This design comes from an exercise in tuning for small area, a short achievable clock period and few clock cycles on the open sky130 flow, not from production work.
In this exercise RTL edits were held to simulation tests only and were not proved equivalent to the original.

==> v30 <==
// fp_pow_int
module fp_pow_int #(
    parameter int unsigned NBITS = 8
) (
    input  logic             CLK,
    input  logic             RST,
    input  logic             start,
    input  logic [31:0]      X,
    input  logic [NBITS-1:0] N,
    output logic             busy,
    output logic             done,
    output logic [31:0]      result,
    output logic             overflow,
    output logic             underflow
);
Settings: LEC_CHECK=0, ABC_AREA=1, CAP_MARGIN=20, CORE_MARGIN=2, CORE_UTILIZATION=65, SETUP_SLACK_MARGIN=5, SLEW_MARGIN=20, SYNTH_HIERARCHICAL=1; clock period 14.0 ns.
run.sh (not shown) runs the stock make flow with config.mk's settings and CLKGATE_MAP_FILE= SYNTH_SCRIPT=/design/flow/synth_recipe.tcl, a recipe that flattens the netlist after the stock synthesis.
==> inputs of v8, as changes to v30 <==
CORE_UTILIZATION = 40   (was 65)
==> flow_summary.json <==
{
  "finish.net_count": 3806,
  "reg2reg_from": "base[22]",
  "wl_per_cell_um": 20.5,
  "area_growth_pct": 5.49,
  "min_to": "acc[31]",
  "seq_share_pct": 10.2,
  "post_cts_buffers": 4,
  "grt_pass1_vias": 22900,
  "fillers": 6432,
  "layout_common_cells": "nand2_1, fa_1, inv_1",
  "period_minus_slack_ns": 8.59,
  "outcome": "no timing/DRC/antenna violations",
  "pre_cts_ws_ns": 4.72,
  "r2r-end": "opa[2]",
  "grt_pass1_wl_mm": 131,
  "drt-met1-wl_mm": 34.2,
  "final-clk-cell-share_pct": 1.08,
  "met2_usage_pct": 42.8,
  "place_area_sq_um": 26700
}
[end of results for v8]
==> flow_summary.json <==
{
  "period_minus_slack_ns": 8.64,
  "grt_pass1_vias": 24500,
  "place_area_sq_um": 26300,
  "post_cts_buffers": 0,
  "outcome": "no timing/DRC/antenna violations",
  "wl_per_cell_um": 22.7,
  "layout_common_cells": "nand2_1, fa_1, inv_1",
  "reg2reg_from": "base[13]",
  "fillers": 3298,
  "seq_share_pct": 10.4,
  "pre_cts_ws_ns": 4.99
}
[end of results for v30]
Testbench counts of v30, summed over its fixed seeds: cycles 99,639.
Testbench counts of v8, summed over its fixed seeds: cycles 99,639.

========
==> quartz <==
fp_pow_int, a different RTL version from the one above (not shown whole).
==> module mult, before the edit <==
module mult (
    input  logic [31:0] a,
    input  logic [31:0] b,
    output logic [31:0] product,
    output logic        overflow,
    output logic        underflow,
    output logic        special
);
    logic               sign;
    logic               a_nan, a_inf, a_zero, b_nan, b_inf, b_zero;
    logic               in_nan, in_inf, in_zero;
    logic [47:0]        sa, sb, p, norm;
    logic [23:0]        mant;
    logic               rnd, stk;
    logic [24:0]        mant_r;
    logic [22:0]        frac;
    logic signed [10:0] exp_pre, exp_r;
    assign sign   = a[31] ^ b[31];
    assign a_nan  = (&a[30:23]) & (|a[22:0]);
    assign a_inf  = (&a[30:23]) & ~(|a[22:0]);
    assign a_zero = ~(|a[30:23]);
    assign b_nan  = (&b[30:23]) & (|b[22:0]);
    assign b_inf  = (&b[30:23]) & ~(|b[22:0]);
    assign b_zero = ~(|b[30:23]);
    assign in_nan  = a_nan | b_nan | (a_inf & b_zero) | (b_inf & a_zero);
    assign in_inf  = a_inf | b_inf;
    assign in_zero = a_zero | b_zero;
    mult_sig u_sig (
        .x  ({1'b1, a[22:0]}),
        .y  ({1'b1, b[22:0]}),
        .sa (sa),
        .sb (sb)
    );
    assign p       = sa + sb;
    assign norm    = p[47] ? p : {p[46:0], 1'b0};
    assign exp_pre = $signed({3'b000, a[30:23]}) + $signed({3'b000, b[30:23]})
                     - 11'sd127 + $signed({10'd0, p[47]});
    assign mant    = norm[47:24];
    assign rnd     = norm[23];
    assign stk     = |norm[22:0];
    assign mant_r  = {1'b0, mant} + {24'd0, rnd & (stk | mant[0])};
    assign exp_r   = exp_pre + $signed({10'd0, mant_r[24]});
    assign frac    = mant_r[24] ? mant_r[23:1] : mant_r[22:0];
    always_comb begin
        product   = '0;
        overflow  = 1'b0;
        underflow = 1'b0;
        if (in_nan) begin
            product = 32'h7FC0_0000;
        end else if (in_inf) begin
            product = {sign, 8'hFF, 23'd0};
        end else if (in_zero) begin
            product = {sign, 31'd0};
        end else begin
            if (exp_r >= 11'sd255) begin
                product  = {sign, 8'hFF, 23'd0};
                overflow = 1'b1;
            end else if (exp_r <= 11'sd0) begin
                product   = {sign, 31'd0};
                underflow = 1'b1;
            end else begin
                product = {sign, exp_r[7:0], frac};
            end
        end
    end
    assign special = in_nan | in_inf | in_zero | overflow | underflow;
endmodule
==> module fp_pow_int, before the edit <==
module fp_pow_int #(
    parameter int unsigned NBITS = 8
) (
    input  logic             CLK,
    input  logic             RST,
    input  logic             start,
    input  logic [31:0]      X,
    input  logic [NBITS-1:0] N,
    output logic             busy,
    output logic             done,
    output logic [31:0]      result,
    output logic             overflow,
    output logic             underflow
);
    logic [31:0]      acc, base;
    logic [NBITS-1:0] e;
    logic             acc_one;
    logic             do_mul;
    logic [31:0]      op_a, prod, x_canon;
    logic             p_ovf, p_unf, p_spec;
    logic [NBITS-1:0] e_sh, e_nxt;
    assign result = acc;
    always_comb begin
        if ((&X[30:23]) & (|X[22:0]))  x_canon = 32'h7FC0_0000;
        else if (~(|X[30:23]))         x_canon = {X[31], 31'd0};
        else                           x_canon = X;
    end
    assign do_mul = e[0] & ~acc_one;
    assign op_a   = do_mul ? acc : base;
    mult u_mult (
        .a         (op_a),
        .b         (base),
        .product   (prod),
        .overflow  (p_ovf),
        .underflow (p_unf),
        .special   (p_spec)
    );
    assign e_sh  = e >> 1;
    assign e_nxt = p_spec ? NBITS'(1) : e_sh;
    always_ff @(posedge CLK or negedge RST) begin
        if (!RST) begin
            acc       <= fp_pkg::FP_ZERO;
            busy      <= 1'b0;
            done      <= 1'b0;
            overflow  <= 1'b0;
            underflow <= 1'b0;
        end else begin
            done <= 1'b0;
            if (!busy && !done) begin
                if (start) begin
                    acc       <= N[0] ? x_canon : fp_pkg::FP_ONE;
                    overflow  <= 1'b0;
                    underflow <= 1'b0;
                    if ((N >> 1) == '0) done <= 1'b1;
                    else                 busy <= 1'b1;
                end
            end else if (busy) begin
                overflow  <= overflow | p_ovf;
                underflow <= underflow | p_unf;
                if (do_mul) begin
                    acc <= prod;
                    if (e_sh == '0) begin
                        busy <= 1'b0;
                        done <= 1'b1;
                    end
                end else if (acc_one && e_nxt[0]) begin
                    acc <= prod;
                    if ((e_nxt >> 1) == '0) begin
                        busy <= 1'b0;
                        done <= 1'b1;
                    end
                end
            end
        end
    end
    always_ff @(posedge CLK) begin
        if (!busy) begin
            base    <= x_canon;
            e       <= {N[NBITS-1:1], 1'b0};
            acc_one <= ~N[0];
        end else if (do_mul) begin
            e[0] <= 1'b0;
        end else begin
            base <= prod;
            if (acc_one && e_nxt[0]) begin
                e       <= {e_nxt[NBITS-1:1], 1'b0};
                acc_one <= 1'b0;
            end else begin
                e <= e_nxt;
            end
        end
    end
endmodule
clock: 14.0 ns
lec_check: 0
cap_margin: 20
core_margin: 2
core_utilization: 40
slew_margin: 20
==> inputs of violet, as changes to quartz <==
--- a/flow/design.v
+++ b/flow/design.v
@@ -9,4 +9,3 @@
     output logic        overflow,
-    output logic        underflow,
-    output logic        special
+    output logic        underflow
 );
@@ -15,8 +14,5 @@
     logic               in_nan, in_inf, in_zero;
-    logic [47:0]        sa, sb, p, norm;
-    logic [23:0]        mant;
-    logic               rnd, stk;
-    logic [24:0]        mant_r;
+    logic [47:0]        sa, sb, p;
     logic [22:0]        frac;
-    logic signed [10:0] exp_pre, exp_r;
+    logic signed [10:0] exp_r;
     assign sign   = a[31] ^ b[31];
@@ -37,12 +33,33 @@
     );
-    assign p       = sa + sb;
-    assign norm    = p[47] ? p : {p[46:0], 1'b0};
-    assign exp_pre = $signed({3'b000, a[30:23]}) + $signed({3'b000, b[30:23]})
-                     - 11'sd127 + $signed({10'd0, p[47]});
-    assign mant    = norm[47:24];
-    assign rnd     = norm[23];
-    assign stk     = |norm[22:0];
-    assign mant_r  = {1'b0, mant} + {24'd0, rnd & (stk | mant[0])};
-    assign exp_r   = exp_pre + $signed({10'd0, mant_r[24]});
-    assign frac    = mant_r[24] ? mant_r[23:1] : mant_r[22:0];
+    assign p = sa + sb;
+    logic [23:0]        mant_a, mant_b, inc_a, inc_b;
+    logic               up_a, up_b, all1_a, all1_b, rovf_a, rovf_b;
+    logic               stk_a, stk_b;
+    logic [23:0]        rnd_a, rnd_b;
+    logic [1:0]         t;
+    logic signed [10:0] e0, e1, e2;
+    assign mant_a = p[47:24];
+    assign mant_b = p[46:23];
+    always_comb begin
+        for (int j = 0; j < 24; j++) begin
+            inc_a[j] = mant_a[j] ^ (&(mant_a | ~((24'd1 << j) - 24'd1)));
+            inc_b[j] = mant_b[j] ^ (&(mant_b | ~((24'd1 << j) - 24'd1)));
+        end
+    end
+    assign all1_a = &mant_a;
+    assign all1_b = &mant_b;
+    assign stk_b  = |p[21:0];
+    assign stk_a  = stk_b | p[22];
+    assign up_a   = p[23] & (stk_a | p[24]);
+    assign up_b   = p[22] & (stk_b | p[23]);
+    assign rovf_a = up_a & all1_a;
+    assign rovf_b = up_b & all1_b;
+    assign rnd_a  = up_a ? inc_a : mant_a;
+    assign rnd_b  = up_b ? inc_b : mant_b;
+    assign t      = p[47] ? {rovf_a, ~rovf_a} : {1'b0, rovf_b};
+    assign frac   = p[47] ? rnd_a[22:0] : rnd_b[22:0];
+    assign e0    = $signed({3'b000, a[30:23]}) + $signed({3'b000, b[30:23]}) - 11'sd127;
+    assign e1    = e0 + 11'sd1;
+    assign e2    = e0 + 11'sd2;
+    assign exp_r = t[1] ? e2 : (t[0] ? e1 : e0);
     always_comb begin
@@ -69,3 +86,2 @@
     end
-    assign special = in_nan | in_inf | in_zero | overflow | underflow;
 endmodule
@@ -2166,9 +2182,11 @@
 );
-    logic [31:0]      acc, base;
+    logic [31:0]      acc, base, opa;
     logic [NBITS-1:0] e;
     logic             acc_one;
-    logic             do_mul;
-    logic [31:0]      op_a, prod, x_canon;
-    logic             p_ovf, p_unf, p_spec;
-    logic [NBITS-1:0] e_sh, e_nxt;
+    logic             do_mul, to_mul;
+    logic [31:0]      prod, x_canon, fold;
+    logic             p_ovf, p_unf;
+    logic             b_pzero, b_pinf, b_nan, b_fixed;
+    logic             a_nan, a_inf, a_zero;
+    logic [NBITS-1:0] e_sh;
     assign result = acc;
@@ -2179,6 +2197,4 @@
     end
-    assign do_mul = e[0] & ~acc_one;
-    assign op_a   = do_mul ? acc : base;
     mult u_mult (
-        .a         (op_a),
+        .a         (opa),
         .b         (base),
@@ -2186,7 +2202,19 @@
         .overflow  (p_ovf),
-        .underflow (p_unf),
-        .special   (p_spec)
+        .underflow (p_unf)
     );
-    assign e_sh  = e >> 1;
-    assign e_nxt = p_spec ? NBITS'(1) : e_sh;
+    assign b_pzero = (base == 32'h0000_0000);
+    assign b_pinf  = (base == 32'h7F80_0000);
+    assign b_nan   = (base == 32'h7FC0_0000);
+    assign b_fixed = b_pzero | b_pinf | b_nan;
+    assign a_nan   = (&acc[30:23]) & (|acc[22:0]);
+    assign a_inf   = (&acc[30:23]) & ~(|acc[22:0]);
+    assign a_zero  = ~(|acc[30:23]);
+    always_comb begin
+        if (b_nan || a_nan || (b_pinf && a_zero) || (b_pzero && a_inf)) fold = 32'h7FC0_0000;
+        else if (b_pinf)                                                 fold = {acc[31], 8'hFF, 23'd0};
+        else                                                             fold = {acc[31], 31'd0};
+    end
+    assign do_mul = e[0] & ~acc_one;
+    assign e_sh   = e >> 1;
+    assign to_mul = e_sh[0] & ~acc_one;
     always_ff @(posedge CLK or negedge RST) begin
@@ -2209,15 +2237,21 @@
             end else if (busy) begin
-                overflow  <= overflow | p_ovf;
-                underflow <= underflow | p_unf;
-                if (do_mul) begin
-                    acc <= prod;
-                    if (e_sh == '0) begin
-                        busy <= 1'b0;
-                        done <= 1'b1;
-                    end
-                end else if (acc_one && e_nxt[0]) begin
-                    acc <= prod;
-                    if ((e_nxt >> 1) == '0) begin
-                        busy <= 1'b0;
-                        done <= 1'b1;
+                if (b_fixed) begin
+                    acc  <= acc_one ? base : fold;
+                    busy <= 1'b0;
+                    done <= 1'b1;
+                end else begin
+                    overflow  <= overflow | p_ovf;
+                    underflow <= underflow | p_unf;
+                    if (do_mul) begin
+                        acc <= prod;
+                        if (e_sh == '0) begin
+                            busy <= 1'b0;
+                            done <= 1'b1;
+                        end
+                    end else if (acc_one && e_sh[0]) begin
+                        acc <= prod;
+                        if ((e_sh >> 1) == '0) begin
+                            busy <= 1'b0;
+                            done <= 1'b1;
+                        end
                     end
@@ -2230,2 +2264,3 @@
             base    <= x_canon;
+            opa     <= x_canon;
             e       <= {N[NBITS-1:1], 1'b0};
@@ -2233,2 +2268,3 @@
         end else if (do_mul) begin
+            opa  <= base;
             e[0] <= 1'b0;
@@ -2236,7 +2272,8 @@
             base <= prod;
-            if (acc_one && e_nxt[0]) begin
-                e       <= {e_nxt[NBITS-1:1], 1'b0};
+            opa  <= to_mul ? acc : prod;
+            if (acc_one && e_sh[0]) begin
+                e       <= {e_sh[NBITS-1:1], 1'b0};
                 acc_one <= 1'b0;
             end else begin
-                e <= e_nxt;
+                e <= e_sh;
             end
==> metrics.yaml <==
fin_crit_sh: 0.9456
arrival_ns: 13.38
place_hpwl_um: 70620
final_layout_size_suffix_gt1_frac: 0.05123
status: "complete, no violations"
synthToLayoutAreaGrowth_pct: 9.040
holdPathEnd: "underflow"
crit_path_start: "acc_one"
synthTopCellsByCount: "inv_1, fa_1, nand2_1, and2_1, nor2_1"
synth.avg_cell_area_um2: 8.447
seq_area_mm2: 0.002122
multi_input_area_mm2: 0.01986
min_period_ns: 13.24
placed_cells: 3692
r2r-end: "base[13]"
n_antenna_cell: 1
dr_wl_met3_um: 6961
# the run above: quartz

==> metrics.yaml <==
crit_path_start: "base[21]"
multi_input_area_mm2: 0.02051
synthToLayoutAreaGrowth_pct: 7.262
dr_wl_met3_um: 7394
crit_cells: 28
arrival_ns: 10.94
min_period_ns: 10.76
holdPathEnd: "e[0]"
grt_use_total: 0.2720
placed_cells: 3844
synthTopCellsByCount: "inv_1, fa_1, nand2_1, and2_1, nor2_1"
synth.avg_cell_area_um2: 8.567
wire_per_inst_um: 23.29
n_antenna_cell: 0
status: "complete, no violations"
# the run above: violet

Testbench counts of quartz, summed over its fixed seeds: cycles 99,052.
Testbench counts of violet, summed over its fixed seeds: cycles 99,639.

afterwards: timing with drivers on the ports:
In the flow no input, the clock included, has a driving cell. The finished layouts below were timed again as built, in two steps. Step 1 sets driving cells, clkbuf_16 on the clock port and buf_2 on the other inputs (assumed; they add their load-dependent delay and slew). Step 2 also shifts input and output timing later by t, the mid clock arrival at the registers, as if the neighbouring blocks saw the same clock. Three values: no drivers, after step 1, after step 2; two values: the first two.
run | shift t [ns] | setup WS [ns] | clock arrival spread, ns | slew at the worst register clock pin (ns)
v30 | 0.405 | 5.359 / 5.359 / 5.359 | 0.010 / 0.010 | 0.08 / 0.08
v8 | 0.406 | 5.408 / 5.408 / 5.408 | 0.012 / 0.012 | 0.09 / 0.09
quartz | 0.378 | 0.762 / 0.762 / 0.762 | 0.012 / 0.012 | 0.07 / 0.07
violet | 0.409 | 3.237 / 3.237 / 3.237 | 0.014 / 0.014 | 0.09 / 0.09
After both steps setup and hold are still met in every run listed.
